This design comes from an exercise in tuning for small area and a short achievable clock period on the open sky130 flow, not from production work.
In this exercise RTL edits were held to simulation tests only and were not proved equivalent to the original.
Power and IR drop assume default switching activity.

==> flow/design.v <==
module udp_rx_payload_fifo #(
  parameter int ADDR_W      = 9,
  parameter int MAX_PAYLOAD = 470,
  parameter int PAYLOAD_OFS = 42
) (
  input  logic                   clkRx,
  input  logic                   rstn,
  input  logic                   rx_frame,
  input  logic                   rx_byte_valid,
  input  logic [7:0]             rx_byte,
  input  logic                   rx_frame_end,
  input  logic                   rx_frame_ok,
  input  logic                   rd_en,
  output logic [7:0]             rd_data,
  output logic                   rd_valid,
  output logic                   empty,
  output logic [ADDR_W:0]        fill,
  output logic [15:0]            pkt_count,
  output logic [15:0]            drop_count
);
  localparam int                DEPTH      = 1 << ADDR_W;
  localparam logic [ADDR_W:0]   DEPTH_V    = {1'b1, {ADDR_W{1'b0}}};
  localparam int                BIDX_W     = 6;
  localparam logic [BIDX_W-1:0] BIDX_MAX   = '1;
  localparam logic [BIDX_W-1:0] IDX_LEN_HI = BIDX_W'(PAYLOAD_OFS - 4);
  localparam logic [BIDX_W-1:0] IDX_LEN_LO = BIDX_W'(PAYLOAD_OFS - 3);
  localparam logic [BIDX_W-1:0] IDX_HDR_HI = BIDX_W'(PAYLOAD_OFS - 2);
  localparam logic [BIDX_W-1:0] IDX_HDR_LO = BIDX_W'(PAYLOAD_OFS - 1);
  logic [7:0]        mem [DEPTH];
  logic              st_hdr_r, st_pay_r, st_wait_r, st_drop_r;
  logic              skip_r;
  logic [BIDX_W-1:0] bidx_r;
  logic [7:0]        len_hi_r;
  logic              len_ok_r;
  logic [ADDR_W-1:0] plen_r;
  logic [ADDR_W:0]   lim_r;
  logic [ADDR_W-1:0] rem_r;
  logic [ADDR_W-1:0] spec_ptr_r, wr_ptr_r;
  logic [ADDR_W:0]   fill_r;
  logic              empty_r;
  logic [7:0]        rd_data_r;
  logic              rd_valid_r;
  logic [15:0]       pkt_count_r, drop_count_r;
  logic [7:0]        epa_r, epb_r, opa_r, opb_r;
  logic [3:0]        epc_r, opc_r;
  logic              rpar_r;
  logic [7:0]        head_e_r, head_o_r;
  logic [7:0]        wdata_s;
  logic              byte_s, commit_s, drop_s, rd_acc_s, we_s;
  logic              is_len_hi, is_len_lo, is_hdr_hi, is_hdr_lo;
  logic [15:0]       udp_len_s;
  logic [ADDR_W:0]   plen_s;       
  logic              hdr_drop_s;
  logic [ADDR_W-1:0] pend_s;
  logic [ADDR_W:0]   fill_add_s;
  logic [ADDR_W:0]   fill_nxt_s;
  logic              empty_nxt_s;
  assign byte_s    = rx_byte_valid & rx_frame & ~rx_frame_end;
  assign commit_s  = rx_frame_end & rx_frame_ok & st_wait_r;
  assign drop_s    = rx_frame_end & ~skip_r & ~commit_s;
  assign rd_acc_s  = rd_en & ~empty_r;
  assign is_len_hi = (bidx_r == IDX_LEN_HI);
  assign is_len_lo = (bidx_r == IDX_LEN_LO);
  assign is_hdr_hi = (bidx_r == IDX_HDR_HI);
  assign is_hdr_lo = (bidx_r == IDX_HDR_LO);
  assign udp_len_s  = {len_hi_r, rx_byte};
  assign plen_s     = {1'b0, plen_r};
  assign hdr_drop_s = ~len_ok_r | (fill_r > lim_r);
  assign we_s = byte_s & ((st_pay_r) |
                          (st_hdr_r & is_hdr_lo) |
                          (st_hdr_r & is_hdr_hi & ~hdr_drop_s));
  assign pend_s      = spec_ptr_r - wr_ptr_r;
  assign fill_add_s  = fill_r + {1'b0, pend_s};
  always_comb begin
    case ({commit_s, rd_acc_s})
      2'b00:   fill_nxt_s = fill_r;
      2'b01:   fill_nxt_s = fill_r - 10'd1;
      2'b10:   fill_nxt_s = fill_add_s;
      default: fill_nxt_s = fill_add_s - 10'd1;
    endcase
  end
  assign empty_nxt_s = ~commit_s & (empty_r | (rd_en & (fill_r == 10'd1)));
  logic              wpar_q;
  logic [7:0]        wia_q, wib_q;
  logic [3:0]        wic_q;
  logic [7:0]        wd_q;
  always_comb begin
    if (st_pay_r) begin
      wdata_s = rx_byte;
    end else if (is_hdr_hi) begin
      wdata_s = {7'd0, plen_s[8]};
    end else begin
      wdata_s = plen_s[7:0];
    end
  end
  always_ff @(posedge clkRx) begin
    wd_q   <= wdata_s;
    wpar_q <= spec_ptr_r[0];
    for (int i = 0; i < 8; i++) begin
      wia_q[i] <= (spec_ptr_r[3:1] == 3'(i));
      wib_q[i] <= (spec_ptr_r[6:4] == 3'(i));
    end
  end
  always_ff @(posedge clkRx or negedge rstn) begin
    if (!rstn) begin
      wic_q <= 4'd0;
    end else begin
      for (int i = 0; i < 4; i++) begin
        wic_q[i] <= we_s & (spec_ptr_r[8:7] == 2'(i));
      end
    end
  end
  logic [DEPTH/8-1:0] wrow_s;
  always_comb begin
    for (int p = 0; p < 2; p++) begin
      for (int r = 0; r < DEPTH / 16; r++) begin
        wrow_s[p * (DEPTH / 16) + r] = (wpar_q == 1'(p)) & wib_q[r % 8] & wic_q[r / 8];
      end
    end
  end
  for (genvar w = 0; w < DEPTH; w++) begin : g_word
    always_ff @(posedge clkRx) begin
      if (wia_q[(w / 2) % 8] && wrow_s[(w % 2) * (DEPTH / 16) + (w / 16)]) begin
        mem[w] <= wd_q;
      end
    end
  end
  logic [DEPTH/16-1:0] erow_s, orow_s;
  logic [7:0]          ebyte_s [DEPTH/16];
  logic [7:0]          obyte_s [DEPTH/16];
  logic [7:0]          emux_s, omux_s;
  always_comb begin
    for (int r = 0; r < DEPTH / 16; r++) begin
      erow_s[r]  = epb_r[r % 8] & epc_r[r / 8];
      orow_s[r]  = opb_r[r % 8] & opc_r[r / 8];
      ebyte_s[r] = 8'h00;
      obyte_s[r] = 8'h00;
      for (int c = 0; c < 8; c++) begin
        ebyte_s[r] = ebyte_s[r] | (mem[2 * (r * 8 + c)] & {8{epa_r[c]}});
        obyte_s[r] = obyte_s[r] | (mem[2 * (r * 8 + c) + 1] & {8{opa_r[c]}});
      end
    end
    emux_s = 8'h00;
    omux_s = 8'h00;
    for (int r = 0; r < DEPTH / 16; r++) begin
      emux_s = emux_s | (ebyte_s[r] & {8{erow_s[r]}});
      omux_s = omux_s | (obyte_s[r] & {8{orow_s[r]}});
    end
  end
  always_ff @(posedge clkRx) begin
    head_e_r <= emux_s;
    head_o_r <= omux_s;
  end
  always_ff @(posedge clkRx or negedge rstn) begin
    if (!rstn) begin
      epa_r        <= 8'd1;
      epb_r        <= 8'd1;
      epc_r        <= 4'd1;
      opa_r        <= 8'd1;
      opb_r        <= 8'd1;
      opc_r        <= 4'd1;
      rpar_r       <= 1'b0;
      wr_ptr_r     <= '0;
      fill_r       <= '0;
      empty_r      <= 1'b1;
      rd_data_r    <= 8'h00;
      rd_valid_r   <= 1'b0;
      pkt_count_r  <= 16'd0;
      drop_count_r <= 16'd0;
    end else begin
      rd_valid_r <= rd_acc_s;
      if (rd_acc_s) begin
        rd_data_r <= rpar_r ? head_o_r : head_e_r;
        rpar_r    <= ~rpar_r;
        if (!rpar_r) begin
          epa_r <= {epa_r[6:0], epa_r[7]};
          if (epa_r[7]) begin
            epb_r <= {epb_r[6:0], epb_r[7]};
            if (epb_r[7]) begin
              epc_r <= {epc_r[2:0], epc_r[3]};
            end
          end
        end else begin
          opa_r <= {opa_r[6:0], opa_r[7]};
          if (opa_r[7]) begin
            opb_r <= {opb_r[6:0], opb_r[7]};
            if (opb_r[7]) begin
              opc_r <= {opc_r[2:0], opc_r[3]};
            end
          end
        end
      end
      if (commit_s) begin
        wr_ptr_r    <= spec_ptr_r;
        pkt_count_r <= pkt_count_r + 16'd1;
      end
      if (drop_s) begin
        drop_count_r <= drop_count_r + 16'd1;
      end
      fill_r  <= fill_nxt_s;
      empty_r <= empty_nxt_s;
    end
  end
  always_ff @(posedge clkRx or negedge rstn) begin
    if (!rstn) begin
      st_hdr_r   <= 1'b0;
      st_pay_r   <= 1'b0;
      st_wait_r  <= 1'b0;
      st_drop_r  <= 1'b0;
      skip_r     <= 1'b1;
      bidx_r     <= '0;
      spec_ptr_r <= '0;
    end else begin
      if (!rx_frame) begin
        bidx_r <= '0;
      end else if (rx_byte_valid && (bidx_r != BIDX_MAX)) begin
        bidx_r <= bidx_r + 1'b1;
      end
      if (we_s) begin
        spec_ptr_r <= spec_ptr_r + 1'b1;
      end else if ((rx_frame_end & ~commit_s) | st_drop_r) begin
        spec_ptr_r <= wr_ptr_r;
      end
      if (rx_frame_end || !rx_frame) begin
        skip_r <= 1'b0;
      end
      if (rx_frame_end) begin
        st_hdr_r  <= 1'b0;
        st_pay_r  <= 1'b0;
        st_wait_r <= 1'b0;
        st_drop_r <= 1'b0;
      end else if (byte_s) begin
        if (!st_hdr_r && !st_pay_r && !st_wait_r && !st_drop_r && !skip_r) begin
          st_hdr_r <= 1'b1;
        end
        if (st_hdr_r) begin
          if (is_hdr_hi && hdr_drop_s) begin
            st_hdr_r  <= 1'b0;
            st_drop_r <= 1'b1;
          end
          if (is_hdr_lo) begin
            st_hdr_r  <= 1'b0;
            st_wait_r <= (plen_s == 10'd0);
            st_pay_r  <= (plen_s != 10'd0);
          end
        end
        if (st_pay_r) begin
          if (rem_r == 9'd1) begin
            st_pay_r  <= 1'b0;
            st_wait_r <= 1'b1;
          end
        end
      end
    end
  end
  always_ff @(posedge clkRx) begin
    if (rx_byte_valid && is_len_hi) begin
      len_hi_r <= rx_byte;
    end
    if (rx_byte_valid && is_len_lo) begin
      len_ok_r <= (udp_len_s >= 16'd8) && (udp_len_s <= 16'(MAX_PAYLOAD + 8));
      plen_r   <= udp_len_s[ADDR_W-1:0] - ADDR_W'(8);
      lim_r    <= (ADDR_W + 1)'(DEPTH + 6) - udp_len_s[ADDR_W:0];
    end
    if (st_hdr_r) begin
      rem_r <= plen_s[ADDR_W-1:0];
    end else if (byte_s) begin
      rem_r <= rem_r - 1'b1;
    end
  end
  assign rd_data    = rd_data_r;
  assign rd_valid   = rd_valid_r;
  assign empty      = empty_r;
  assign fill       = fill_r;
  assign pkt_count  = pkt_count_r;
  assign drop_count = drop_count_r;
endmodule
Settings: LEC_CHECK=0, ABC_CLOCK_PERIOD_IN_PS=4000, CAP_MARGIN=20, CORE_MARGIN=2, CORE_UTILIZATION=52, CTS_CLUSTER_DIAMETER=90, CTS_CLUSTER_SIZE=28, SLEW_MARGIN=20; clock period 10.0 ns.
standard.sh (not shown) runs the stock make flow with config.mk's settings and CLKGATE_MAP_FILE= SYNTH_SCRIPT=/design/flow/synth_recipe.tcl, a recipe that flattens the netlist after the stock synthesis.
==> flow/flow/run.sh <==
#!/bin/bash
# Standard ORFS layout with a tighter timing-repair target: repair_timing aims
# for SETUP_SLACK_MARGIN ns of setup slack at the design's own clock period
# and constraints (constraint.sdc is used unchanged).
set -euo pipefail
bash standard.sh SETUP_SLACK_MARGIN=6.5 finish > flow_standard.log 2>&1
==> next run, changes <==
--- a/flow/flow/run.sh
+++ b/flow/flow/run.sh
@@ -5,2 +5,2 @@
 set -euo pipefail
-bash standard.sh SETUP_SLACK_MARGIN=6.5 finish > flow_standard.log 2>&1
+bash standard.sh SETUP_SLACK_MARGIN=7 finish > flow_standard.log 2>&1
Settings changed: CTS_CLUSTER_DIAMETER 90 to 80, CTS_CLUSTER_SIZE 28 to 25.
=> The changed run finished with timing, DRC and antenna clean. Flip-flop and latch count does not change. Routed wire length grows by a few percent. Power grows slightly. Clock power increases by a few percent. Clock skew goes down by 0.034 ns. Die area is unchanged.
==> next run, changes <==
--- a/flow/flow/run.sh
+++ b/flow/flow/run.sh
@@ -5,2 +5,2 @@
 set -euo pipefail
-bash standard.sh SETUP_SLACK_MARGIN=7 finish > flow_standard.log 2>&1
+bash standard.sh SETUP_SLACK_MARGIN=6.5 finish > flow_standard.log 2>&1
Settings changed: CAP_MARGIN 20 to 10, SLEW_MARGIN 20 to 10.
The changed run ran to the end with no violations.
Register-to-register slack gets better by 0.02 ns.
Cell count shrinks by 0.30%.
Maximum frequency went up by 0.69%.
Final area came out lower by 1.3%.
Clock-buffer cell count came out higher by 16.
Total power hardly moves.
Clock skew went up by 0.016 ns.
==> next run, changes <==
Settings changed: CAP_MARGIN 10 to 20, SLEW_MARGIN 10 to 20.
- final cell count barely changes
- sequential cell count is unchanged
- sequential share of layout area is higher by 0.22 points
- setup slack gets better by 0.021 ns
- critical path depth is unchanged
- total power hardly moves

## what the ideal ports hide
The flow's constraints put no driver on any port. The routed layouts listed below were extracted and timed again, unchanged, in two steps.
Step 1 sets driving cells, clkbuf_16 on the clock port and buf_2 on the other inputs (assumed; they add their load-dependent delay and slew).
Step 2 adds t to the input delays and takes it off the output delays; t is the mean of the earliest and latest rising clock arrival at the registers after step 1. Input paths then give back, and output paths get back, about the clock's delay inside the block.
Slacks: ideal ports / drivers / drivers and shift; pairs: ideal ports / drivers.
run	shift t [ns]	setup WS [ns]	worst register clock-pin slew, ns	pins driven straight from the clock port
the first run	1.004	6.344 / 6.344 / 5.715	0.11 / 0.11	1
the second run	1.014	6.351 / 6.287 / 6.085	0.11 / 0.11	1
the third run	1.009	6.375 / 6.338 / 5.684	0.10 / 0.10	1
the fourth run	1.014	6.396 / 6.338 / 5.772	0.10 / 0.10	1
After both steps every run listed still meets setup and hold. The setup slack of the third run, which loses most, moves by -0.037 ns with the drivers and by -0.691 ns with both steps.
